This is an optimization exercise on Yosys and OpenROAD, whose aim is small area, not a production implementation. The RTL was checked by simulation tests, not by an equivalence proof against the original design. Power and IR drop assume default switching activity.

==> module cellbuf_top, before the edit <==
module cellbuf_top (
    input  logic                    clk,
    input  logic                    arst_n_i,
    input  cellbuf_pkg::pgroup_t    pgroup_i,
    input  logic                    pgroup_wr_i,
    input  cellbuf_pkg::cell_addr_t cell_addr_i,
    input  logic                    cell_store_i,
    output cellbuf_pkg::cell_view_t cell_o
);
    localparam int NC  = 8;
    localparam int NR  = 8;
    localparam int NGC = 4;
    localparam int NS  = NR + 2;    
    cellbuf_pkg::cell_pos_t pos;
    pixel_pos_counter u_pos_counter (
        .clk         (clk),
        .arst_n_i    (arst_n_i),
        .pgroup_wr_i (pgroup_wr_i),
        .pos_o       (pos)
    );
    logic [cellbuf_pkg::CROW_W+cellbuf_pkg::GROUP_W-1:0] slot;
    assign slot = {pos.crow, pos.group};
    logic full_q;
    always_ff @(posedge clk or negedge arst_n_i) begin
        if (!arst_n_i) begin
            full_q <= 1'b0;
        end else if (pgroup_wr_i && (&slot)) begin
            full_q <= 1'b1;
        end
    end
    logic [NC-1:0] dec;
    for (genvar c = 0; c < NC; c++) begin : g_dec
        assign dec[c] = (cell_addr_i == cellbuf_pkg::CELL_ADDR_W'(c));
    end
    logic [NC-1:0] st_hit;
    assign st_hit = {NC{cell_store_i}} & dec;
    logic [1:0][NR-1:0] wr_en;
    logic [1:0]    frame_top_en;
    logic [1:0][NR-1:0] vld;
    for (genvar g = 0; g < 2; g++) begin : g_grp
        for (genvar r = 0; r < NR; r++) begin : g_row
            localparam logic [3:0] K = 4'(2*r + g);
            assign wr_en[g][r] = pgroup_wr_i && (slot == K);
            assign vld[g][r]   = full_q || (slot > K);
        end
        assign frame_top_en[g] = wr_en[g][0] && (pos.cell_row == '0);
    end
    logic phase_q;
    always_ff @(posedge clk or negedge arst_n_i) begin
        if (!arst_n_i) begin
            phase_q <= 1'b0;
        end else begin
            phase_q <= !phase_q;
        end
    end
    logic [1:0][NR-1:0] wp_q;
    logic [1:0]         bot_wp_d;
    logic [NC-1:0]      int0_wp_q;
    logic [NC-1:0]      top_wp_q;
    for (genvar g = 0; g < 2; g++) begin : g_wp
        for (genvar r = 0; r < NR; r++) begin : g_row
            always_ff @(posedge clk) begin
                if (wr_en[g][r]) begin
                    wp_q[g][r] <= phase_q;
                end
            end
        end
        assign bot_wp_d[g] = wr_en[g][0] ? phase_q : wp_q[g][0];
    end
    logic [NC-1:0][NR-1:0][63:0] int_q, int_d;
    logic [NC-1:0][63:0]         top_q, top_d;
    logic [NC-1:0][63:0]         bot_q, bot_d;
    logic [NC-1:0]           top_vld_q;
    logic [NS-1:0][NC-1:0]   rd_sel;
    for (genvar c = 0; c < NC; c++) begin : g_cell
        localparam int LANE = c % NGC;
        localparam int GRP  = c / NGC;
        row_hold_mux u_bot_mux (
            .en   (wr_en[GRP][0]),
            .en_n (!wr_en[GRP][0]),
            .x    (pgroup_i.lane[LANE]),
            .q    (bot_q[c]),
            .d    (bot_d[c])
        );
        logic int0_en;
        assign int0_en = frame_top_en[GRP] || st_hit[c];
        row_hold_mux u_int0_mux (
            .en   (int0_en),
            .en_n (!int0_en),
            .x    (bot_d[c]),
            .q    (int_q[c][0]),
            .d    (int_d[c][0])
        );
        for (genvar r = 1; r < NR; r++) begin : g_row
            row_hold_mux u_int_mux (
                .en   (wr_en[GRP][r]),
                .en_n (!wr_en[GRP][r]),
                .x    (pgroup_i.lane[LANE]),
                .q    (int_q[c][r]),
                .d    (int_d[c][r])
            );
        end
        row_hold_mux u_top_mux (
            .en   (st_hit[c]),
            .en_n (!st_hit[c]),
            .x    (int_q[c][NR-1]),
            .q    (top_q[c]),
            .d    (top_d[c])
        );
        always_ff @(posedge clk) begin
            int_q[c] <= int_d[c];
            top_q[c] <= top_d[c];
            bot_q[c] <= bot_d[c];
        end
        always_ff @(posedge clk) begin
            if (int0_en) begin
                int0_wp_q[c] <= bot_wp_d[GRP];
            end
            if (st_hit[c]) begin
                top_wp_q[c] <= wp_q[GRP][NR-1];
            end
        end
        always_ff @(posedge clk or negedge arst_n_i) begin
            if (!arst_n_i) begin
                top_vld_q[c] <= 1'b0;
            end else if (st_hit[c] && vld[GRP][NR-1]) begin
                top_vld_q[c] <= 1'b1;
            end
        end
        for (genvar r = 0; r < NR; r++) begin : g_sel
            assign rd_sel[r][c] = dec[c] && vld[GRP][r];
        end
        assign rd_sel[NR][c]   = dec[c] && top_vld_q[c];
        assign rd_sel[NR+1][c] = dec[c] && vld[GRP][0];
    end
    logic [NS-1:0][NC-1:0][63:0] rd_d;
    for (genvar c = 0; c < NC; c++) begin : g_rd_d
        for (genvar r = 0; r < NR; r++) begin : g_int
            assign rd_d[r][c] = int_q[c][r];
        end
        assign rd_d[NR][c]   = top_q[c];
        assign rd_d[NR+1][c] = bot_q[c];
    end
    logic [NS-1:0] rd_ph;
    for (genvar r = 1; r < NR; r++) begin : g_rd_ph
        assign rd_ph[r] = phase_q ^ wp_q[cell_addr_i[2]][r];
    end
    assign rd_ph[0]    = !(phase_q ^ int0_wp_q[cell_addr_i]);
    assign rd_ph[NR]   = phase_q ^ top_wp_q[cell_addr_i];
    assign rd_ph[NR+1] = phase_q ^ wp_q[cell_addr_i[2]][0];
    for (genvar s = 0; s < NS; s++) begin : g_rd
        cell_read_mux u_rd (
            .sel (rd_sel[s]),
            .d   (rd_d[s]),
            .inv (rd_ph[s] && (|rd_sel[s])),
            .y   (cell_o[64*(NS-1-s) +: 64])
        );
    end
endmodule
export LEC_CHECK = 0
export CAP_MARGIN = 20
export CORE_MARGIN = 2
export CORE_UTILIZATION = 60
export SLEW_MARGIN = 20
export SYNTH_HIERARCHICAL = 1
export SYNTH_MINIMUM_KEEP_SIZE = 0
create_clock -name core_clock -period 10.0 [get_ports {clk}]
standard.sh (not shown) runs the stock make flow with config.mk's settings and CLKGATE_MAP_FILE= SYNTH_SCRIPT=/design/flow/synth_recipe.tcl, a recipe that flattens the netlist after the stock synthesis.
==> flow/flow/run.sh <==
#!/bin/bash
# Standard ORFS layout with these changes:
#  - after synthesis, logic gates that ABC sized up are set back to x1
#    (flow/downsize.tcl); placement-time repair sizes up where needed;
#  - XOR gates above x1 are not used after synthesis, so their fanout is
#    buffered rather than the gate sized up;
#  - the smallest buffer on the ports;
#  - a clock tree of clkbuf_16 with clkbuf_8 leaf buffers on clusters of at
#    most 16 flip-flops, without dummy balancing loads.
# Each make run writes its full output to its own log file here.
set -euo pipefail
FLOW_DIR="$PWD/flow"
DONT_USE="$(make -s -C "$FLOW_HOME" DESIGN_CONFIG="$PWD/config.mk" WORK_HOME="$PWD/orfs" print-DONT_USE_CELLS | sed 's/^DONT_USE_CELLS: //')"
DONT_USE="$DONT_USE sky130_fd_sc_hd__xor2_2 sky130_fd_sc_hd__xor2_4 sky130_fd_sc_hd__xnor2_2 sky130_fd_sc_hd__xnor2_4"
ARGS=(
    "POST_SYNTH_TCL=$FLOW_DIR/downsize.tcl"
    "BUFFER_PORTS_ARGS=-buffer_cell sky130_fd_sc_hd__buf_1"
    "CTS_ARGS=-sink_clustering_enable -repair_clock_nets -dont_use_dummy_load -buf_list sky130_fd_sc_hd__clkbuf_16 -sink_clustering_buffer sky130_fd_sc_hd__clkbuf_8 -sink_clustering_size 16 -sink_clustering_max_diameter 55"
)
bash standard.sh "${ARGS[@]}" synth > standard_synth.log 2>&1
bash standard.sh "${ARGS[@]}" "DONT_USE_CELLS=$DONT_USE" finish > standard_layout.log 2>&1
==> flow/flow/downsize.tcl <==
# Run after synthesis (POST_SYNTH_TCL): set every logic gate that Yosys/ABC
# sized above x1 back to x1. Placement-time repair sizes up again where
# timing or slew needs it.
set db [ord::get_db]
set n 0
foreach inst [[ord::get_db_block] getInsts] {
  set m [[$inst getMaster] getName]
  if {![regexp {^(sky130_fd_sc_hd__[a-z0-9]+)_([0-9]+)$} $m -> base size]} { continue }
  if {$size <= 1} { continue }
  if {[regexp {__(df|dl|sdf|edf|buf|clk|bufinv|conb|tap|fill|decap|diode|ebuf|ha|fa|maj|probe|lpflow)} $base]} { continue }
  set small [$db findMaster ${base}_1]
  if {$small == "NULL" || $small == ""} { continue }
  $inst swapMaster $small
  incr n
}
puts "downsize: $n cells set to x1"

The baseline passed the timing, DRC and antenna checks.
Rerun with:
--- a/flow/design.v
+++ b/flow/design.v
@@ -148,33 +148,21 @@
             localparam logic [3:0] K = 4'(2*r + g);
             assign wr_en[g][r] = pgroup_wr_i && (slot == K);
             assign vld[g][r]   = full_q || (slot > K);
         end
         assign frame_top_en[g] = wr_en[g][0] && (pos.cell_row == '0);
     end
-    logic phase_q;
-    always_ff @(posedge clk or negedge arst_n_i) begin
-        if (!arst_n_i) begin
-            phase_q <= 1'b0;
-        end else begin
-            phase_q <= !phase_q;
-        end
-    end
-    logic [1:0][NR-1:0] wp_q;
-    logic [1:0]         bot_wp_d;
-    logic [NC-1:0]      int0_wp_q;
-    logic [NC-1:0]      top_wp_q;
-    for (genvar g = 0; g < 2; g++) begin : g_wp
+    logic [1:0][NR-1:0] ph_q;
+    logic [NC-1:0]      int0_ph_q;
+    logic [NC-1:0]      top_ph_q;
+    for (genvar g = 0; g < 2; g++) begin : g_ph
         for (genvar r = 0; r < NR; r++) begin : g_row
             always_ff @(posedge clk) begin
-                if (wr_en[g][r]) begin
-                    wp_q[g][r] <= phase_q;
-                end
+                ph_q[g][r] <= wr_en[g][r] || !ph_q[g][r];
             end
         end
-        assign bot_wp_d[g] = wr_en[g][0] ? phase_q : wp_q[g][0];
     end
     logic [NC-1:0][NR-1:0][63:0] int_q, int_d;
     logic [NC-1:0][63:0]         top_q, top_d;
     logic [NC-1:0][63:0]         bot_q, bot_d;
     logic [NC-1:0]           top_vld_q;
     logic [NS-1:0][NC-1:0]   rd_sel;
@@ -216,18 +204,14 @@
         always_ff @(posedge clk) begin
             int_q[c] <= int_d[c];
             top_q[c] <= top_d[c];
             bot_q[c] <= bot_d[c];
         end
         always_ff @(posedge clk) begin
-            if (int0_en) begin
-                int0_wp_q[c] <= bot_wp_d[GRP];
-            end
-            if (st_hit[c]) begin
-                top_wp_q[c] <= wp_q[GRP][NR-1];
-            end
+            int0_ph_q[c] <= int0_en ? (wr_en[GRP][0] || !ph_q[GRP][0]) : !int0_ph_q[c];
+            top_ph_q[c]  <= !(st_hit[c] ? ph_q[GRP][NR-1] : top_ph_q[c]);
         end
         always_ff @(posedge clk or negedge arst_n_i) begin
             if (!arst_n_i) begin
                 top_vld_q[c] <= 1'b0;
             end else if (st_hit[c] && vld[GRP][NR-1]) begin
                 top_vld_q[c] <= 1'b1;
@@ -246,17 +230,17 @@
         end
         assign rd_d[NR][c]   = top_q[c];
         assign rd_d[NR+1][c] = bot_q[c];
     end
     logic [NS-1:0] rd_ph;
     for (genvar r = 1; r < NR; r++) begin : g_rd_ph
-        assign rd_ph[r] = phase_q ^ wp_q[cell_addr_i[2]][r];
-    end
-    assign rd_ph[0]    = !(phase_q ^ int0_wp_q[cell_addr_i]);
-    assign rd_ph[NR]   = phase_q ^ top_wp_q[cell_addr_i];
-    assign rd_ph[NR+1] = phase_q ^ wp_q[cell_addr_i[2]][0];
+        assign rd_ph[r] = ph_q[cell_addr_i[2]][r];
+    end
+    assign rd_ph[0]    = !int0_ph_q[cell_addr_i];
+    assign rd_ph[NR]   = top_ph_q[cell_addr_i];
+    assign rd_ph[NR+1] = ph_q[cell_addr_i[2]][0];
     for (genvar s = 0; s < NS; s++) begin : g_rd
         cell_read_mux u_rd (
             .sel (rd_sel[s]),
             .d   (rd_d[s]),
             .inv (rd_ph[s] && (|rd_sel[s])),
             .y   (cell_o[64*(NS-1-s) +: 64])
Effect: The changed run went through all stages and came out clean; worst setup slack gets better by 320 ps; final cell count hardly moves; maximum frequency goes up by 3.9%; design area goes down by 0.37%; power goes up by 3.8%; sequential cell count goes down by 1; area after synthesis is about the same; critical path depth goes down by 1.


cellbuf_top with an RTL version that a note above also has.
For scale: about 16000 cells after synthesis.
==> module cellbuf_top, before the edit <==
module cellbuf_top (
    input  logic                    clk,
    input  logic                    arst_n_i,
    input  cellbuf_pkg::pgroup_t    pgroup_i,
    input  logic                    pgroup_wr_i,
    input  cellbuf_pkg::cell_addr_t cell_addr_i,
    input  logic                    cell_store_i,
    output cellbuf_pkg::cell_view_t cell_o
);
    localparam int NC  = 8;
    localparam int NR  = 8;
    localparam int NGC = 4;
    localparam int NS  = NR + 2;    
    cellbuf_pkg::cell_pos_t pos;
    pixel_pos_counter u_pos_counter (
        .clk         (clk),
        .arst_n_i    (arst_n_i),
        .pgroup_wr_i (pgroup_wr_i),
        .pos_o       (pos)
    );
    logic [cellbuf_pkg::CROW_W+cellbuf_pkg::GROUP_W-1:0] slot;
    assign slot = {pos.crow, pos.group};
    logic full_q;
    always_ff @(posedge clk or negedge arst_n_i) begin
        if (!arst_n_i) begin
            full_q <= 1'b0;
        end else if (pgroup_wr_i && (&slot)) begin
            full_q <= 1'b1;
        end
    end
    logic [NC-1:0] dec;
    for (genvar c = 0; c < NC; c++) begin : g_dec
        assign dec[c] = (cell_addr_i == cellbuf_pkg::CELL_ADDR_W'(c));
    end
    logic [NC-1:0] st_hit;
    assign st_hit = {NC{cell_store_i}} & dec;
    logic [1:0][NR-1:0] wr_en;
    logic [1:0]    frame_top_en;
    logic [1:0][NR-1:0] vld;
    for (genvar g = 0; g < 2; g++) begin : g_grp
        for (genvar r = 0; r < NR; r++) begin : g_row
            localparam logic [3:0] K = 4'(2*r + g);
            assign wr_en[g][r] = pgroup_wr_i && (slot == K);
            assign vld[g][r]   = full_q || (slot > K);
        end
        assign frame_top_en[g] = wr_en[g][0] && (pos.cell_row == '0);
    end
    logic [1:0][NR-1:0] ph_q;
    logic [NC-1:0]      int0_ph_q;
    logic [NC-1:0]      top_ph_q;
    for (genvar g = 0; g < 2; g++) begin : g_ph
        for (genvar r = 0; r < NR; r++) begin : g_row
            always_ff @(posedge clk) begin
                ph_q[g][r] <= wr_en[g][r] || !ph_q[g][r];
            end
        end
    end
    logic [NC-1:0][NR-1:0][63:0] int_q, int_d;
    logic [NC-1:0][63:0]         top_q, top_d;
    logic [NC-1:0][63:0]         bot_q, bot_d;
    logic [NC-1:0]           top_vld_q;
    logic [NS-1:0][NC-1:0]   rd_sel;
    for (genvar c = 0; c < NC; c++) begin : g_cell
        localparam int LANE = c % NGC;
        localparam int GRP  = c / NGC;
        row_hold_mux u_bot_mux (
            .en   (wr_en[GRP][0]),
            .en_n (!wr_en[GRP][0]),
            .x    (pgroup_i.lane[LANE]),
            .q    (bot_q[c]),
            .d    (bot_d[c])
        );
        logic int0_en;
        assign int0_en = frame_top_en[GRP] || st_hit[c];
        row_hold_mux u_int0_mux (
            .en   (int0_en),
            .en_n (!int0_en),
            .x    (bot_d[c]),
            .q    (int_q[c][0]),
            .d    (int_d[c][0])
        );
        for (genvar r = 1; r < NR; r++) begin : g_row
            row_hold_mux u_int_mux (
                .en   (wr_en[GRP][r]),
                .en_n (!wr_en[GRP][r]),
                .x    (pgroup_i.lane[LANE]),
                .q    (int_q[c][r]),
                .d    (int_d[c][r])
            );
        end
        row_hold_mux u_top_mux (
            .en   (st_hit[c]),
            .en_n (!st_hit[c]),
            .x    (int_q[c][NR-1]),
            .q    (top_q[c]),
            .d    (top_d[c])
        );
        always_ff @(posedge clk) begin
            int_q[c] <= int_d[c];
            top_q[c] <= top_d[c];
            bot_q[c] <= bot_d[c];
        end
        always_ff @(posedge clk) begin
            int0_ph_q[c] <= int0_en ? (wr_en[GRP][0] || !ph_q[GRP][0]) : !int0_ph_q[c];
            top_ph_q[c]  <= !(st_hit[c] ? ph_q[GRP][NR-1] : top_ph_q[c]);
        end
        always_ff @(posedge clk or negedge arst_n_i) begin
            if (!arst_n_i) begin
                top_vld_q[c] <= 1'b0;
            end else if (st_hit[c] && vld[GRP][NR-1]) begin
                top_vld_q[c] <= 1'b1;
            end
        end
        for (genvar r = 0; r < NR; r++) begin : g_sel
            assign rd_sel[r][c] = dec[c] && vld[GRP][r];
        end
        assign rd_sel[NR][c]   = dec[c] && top_vld_q[c];
        assign rd_sel[NR+1][c] = dec[c] && vld[GRP][0];
    end
    logic [NS-1:0][NC-1:0][63:0] rd_d;
    for (genvar c = 0; c < NC; c++) begin : g_rd_d
        for (genvar r = 0; r < NR; r++) begin : g_int
            assign rd_d[r][c] = int_q[c][r];
        end
        assign rd_d[NR][c]   = top_q[c];
        assign rd_d[NR+1][c] = bot_q[c];
    end
    logic [NS-1:0] rd_ph;
    for (genvar r = 1; r < NR; r++) begin : g_rd_ph
        assign rd_ph[r] = ph_q[cell_addr_i[2]][r];
    end
    assign rd_ph[0]    = !int0_ph_q[cell_addr_i];
    assign rd_ph[NR]   = top_ph_q[cell_addr_i];
    assign rd_ph[NR+1] = ph_q[cell_addr_i[2]][0];
    for (genvar s = 0; s < NS; s++) begin : g_rd
        cell_read_mux u_rd (
            .sel (rd_sel[s]),
            .d   (rd_d[s]),
            .inv (rd_ph[s] && (|rd_sel[s])),
            .y   (cell_o[64*(NS-1-s) +: 64])
        );
    end
endmodule
clock: 10.0 ns
lec_check: 0
cap_margin: 20
core_margin: 2
core_utilization: 60
slew_margin: 20
synth_hierarchical: 1
synth_minimum_keep_size: 0
==> flow/flow/run.sh <==
#!/bin/bash
# Standard ORFS layout with these changes:
#  - after synthesis, logic gates that ABC sized up are set back to x1
#    (flow/downsize.tcl); placement-time repair sizes up where needed;
#  - XOR gates above x1 are not used after synthesis, so their fanout is
#    buffered rather than the gate sized up;
#  - the smallest buffer on the ports;
#  - a clock tree of clkbuf_16 on clusters of at most 28 flip-flops,
#    without dummy balancing loads.
# Each make run writes its full output to its own log file here.
set -euo pipefail
FLOW_DIR="$PWD/flow"
DONT_USE="$(make -s -C "$FLOW_HOME" DESIGN_CONFIG="$PWD/config.mk" WORK_HOME="$PWD/orfs" print-DONT_USE_CELLS | sed 's/^DONT_USE_CELLS: //')"
DONT_USE="$DONT_USE sky130_fd_sc_hd__xor2_2 sky130_fd_sc_hd__xor2_4 sky130_fd_sc_hd__xnor2_2 sky130_fd_sc_hd__xnor2_4"
ARGS=(
    "POST_SYNTH_TCL=$FLOW_DIR/downsize.tcl"
    "BUFFER_PORTS_ARGS=-buffer_cell sky130_fd_sc_hd__buf_1"
    "CTS_ARGS=-sink_clustering_enable -repair_clock_nets -dont_use_dummy_load -buf_list sky130_fd_sc_hd__clkbuf_16 -sink_clustering_size 28 -sink_clustering_max_diameter 70"
)
bash standard.sh "${ARGS[@]}" synth > standard_synth.log 2>&1
bash standard.sh "${ARGS[@]}" "DONT_USE_CELLS=$DONT_USE" finish > standard_layout.log 2>&1
Scripts as last shown in full above: flow/flow/downsize.tcl
Change:
--- a/flow/design.v
+++ b/flow/design.v
@@ -151,15 +151,27 @@
         end
         assign frame_top_en[g] = wr_en[g][0] && (pos.cell_row == '0);
     end
-    logic [1:0][NR-1:0] ph_q;
-    logic [NC-1:0]      int0_ph_q;
-    logic [NC-1:0]      top_ph_q;
-    for (genvar g = 0; g < 2; g++) begin : g_ph
+    logic phase_q;
+    always_ff @(posedge clk or negedge arst_n_i) begin
+        if (!arst_n_i) begin
+            phase_q <= 1'b0;
+        end else begin
+            phase_q <= !phase_q;
+        end
+    end
+    logic [1:0][NR-1:0] wp_q;
+    logic [1:0]         bot_wp_d;
+    logic [NC-1:0]      int0_wp_q;
+    logic [NC-1:0]      top_wp_q;
+    for (genvar g = 0; g < 2; g++) begin : g_wp
         for (genvar r = 0; r < NR; r++) begin : g_row
             always_ff @(posedge clk) begin
-                ph_q[g][r] <= wr_en[g][r] || !ph_q[g][r];
-            end
-        end
+                if (wr_en[g][r]) begin
+                    wp_q[g][r] <= phase_q;
+                end
+            end
+        end
+        assign bot_wp_d[g] = wr_en[g][0] ? phase_q : wp_q[g][0];
     end
     logic [NC-1:0][NR-1:0][63:0] int_q, int_d;
     logic [NC-1:0][63:0]         top_q, top_d;
@@ -207,8 +219,12 @@
             bot_q[c] <= bot_d[c];
         end
         always_ff @(posedge clk) begin
-            int0_ph_q[c] <= int0_en ? (wr_en[GRP][0] || !ph_q[GRP][0]) : !int0_ph_q[c];
-            top_ph_q[c]  <= !(st_hit[c] ? ph_q[GRP][NR-1] : top_ph_q[c]);
+            if (int0_en) begin
+                int0_wp_q[c] <= bot_wp_d[GRP];
+            end
+            if (st_hit[c]) begin
+                top_wp_q[c] <= wp_q[GRP][NR-1];
+            end
         end
         always_ff @(posedge clk or negedge arst_n_i) begin
             if (!arst_n_i) begin
@@ -233,11 +249,11 @@
     end
     logic [NS-1:0] rd_ph;
     for (genvar r = 1; r < NR; r++) begin : g_rd_ph
-        assign rd_ph[r] = ph_q[cell_addr_i[2]][r];
-    end
-    assign rd_ph[0]    = !int0_ph_q[cell_addr_i];
-    assign rd_ph[NR]   = top_ph_q[cell_addr_i];
-    assign rd_ph[NR+1] = ph_q[cell_addr_i[2]][0];
+        assign rd_ph[r] = phase_q ^ wp_q[cell_addr_i[2]][r];
+    end
+    assign rd_ph[0]    = !(phase_q ^ int0_wp_q[cell_addr_i]);
+    assign rd_ph[NR]   = phase_q ^ top_wp_q[cell_addr_i];
+    assign rd_ph[NR+1] = phase_q ^ wp_q[cell_addr_i[2]][0];
     for (genvar s = 0; s < NS; s++) begin : g_rd
         cell_read_mux u_rd (
             .sel (rd_sel[s]),
=> Power shrinks by 3.8%. Wire length grows by 2.7%. Fmax shrinks by 3.5%. Die area barely changes. Sequential share of layout area stays flat. Non-clock buffer count grows by 40. Clock skew shrinks by 0.0044 ns. Setup slack gets worse by 0.30 ns. Clock-buffer cell count grows by 1. Synthesized area hardly moves. Clock power stays flat.

separate check: timing with driven ports:
How much do the figures lean on ideal ports? The routed layouts below were timed once more, with nothing changed but the port constraints. Step 1, drivers: a clkbuf_16 drives clk and a buf_2 each remaining input, both assumed. Step 2 adds t to the input delays and takes it off the output delays; t is the mean of the earliest and latest rising clock arrival at the registers after step 1. Input paths then give back, and output paths get back, about the clock's delay inside the block. Slacks: ideal / step 1 / step 2; pairs: ideal / step 1.
| run | t (ns) | slack for setup (ns) | worst hold slack (ns) | worst setup path after step 2 | cell pins on the clock port's net |
|---|---|---|---|---|---|
| the first run of note 1 | 1.046 | 1.301 / 1.275 / 1.275 | 0.439 / 0.439 / 0.439 | input to output | 1 |
| the second run of note 1 | 1.048 | 1.623 / 1.414 / 1.414 | 0.389 / 0.389 / 0.389 | input to output | 1 |
| the first run of note 2 | 1.074 | 1.553 / 1.332 / 1.332 | 0.390 / 0.390 / 0.390 | input to output | 1 |
| the second run of note 2 | 1.080 | 1.250 / 1.225 / 1.225 | 0.443 / 0.443 / 0.443 | input to output | 1 |
After both steps setup and hold are still met in every run listed. For the first run of note 2, which loses most, drivers alone change the setup slack by -0.221 ns; drivers and shift together by -0.221 ns.
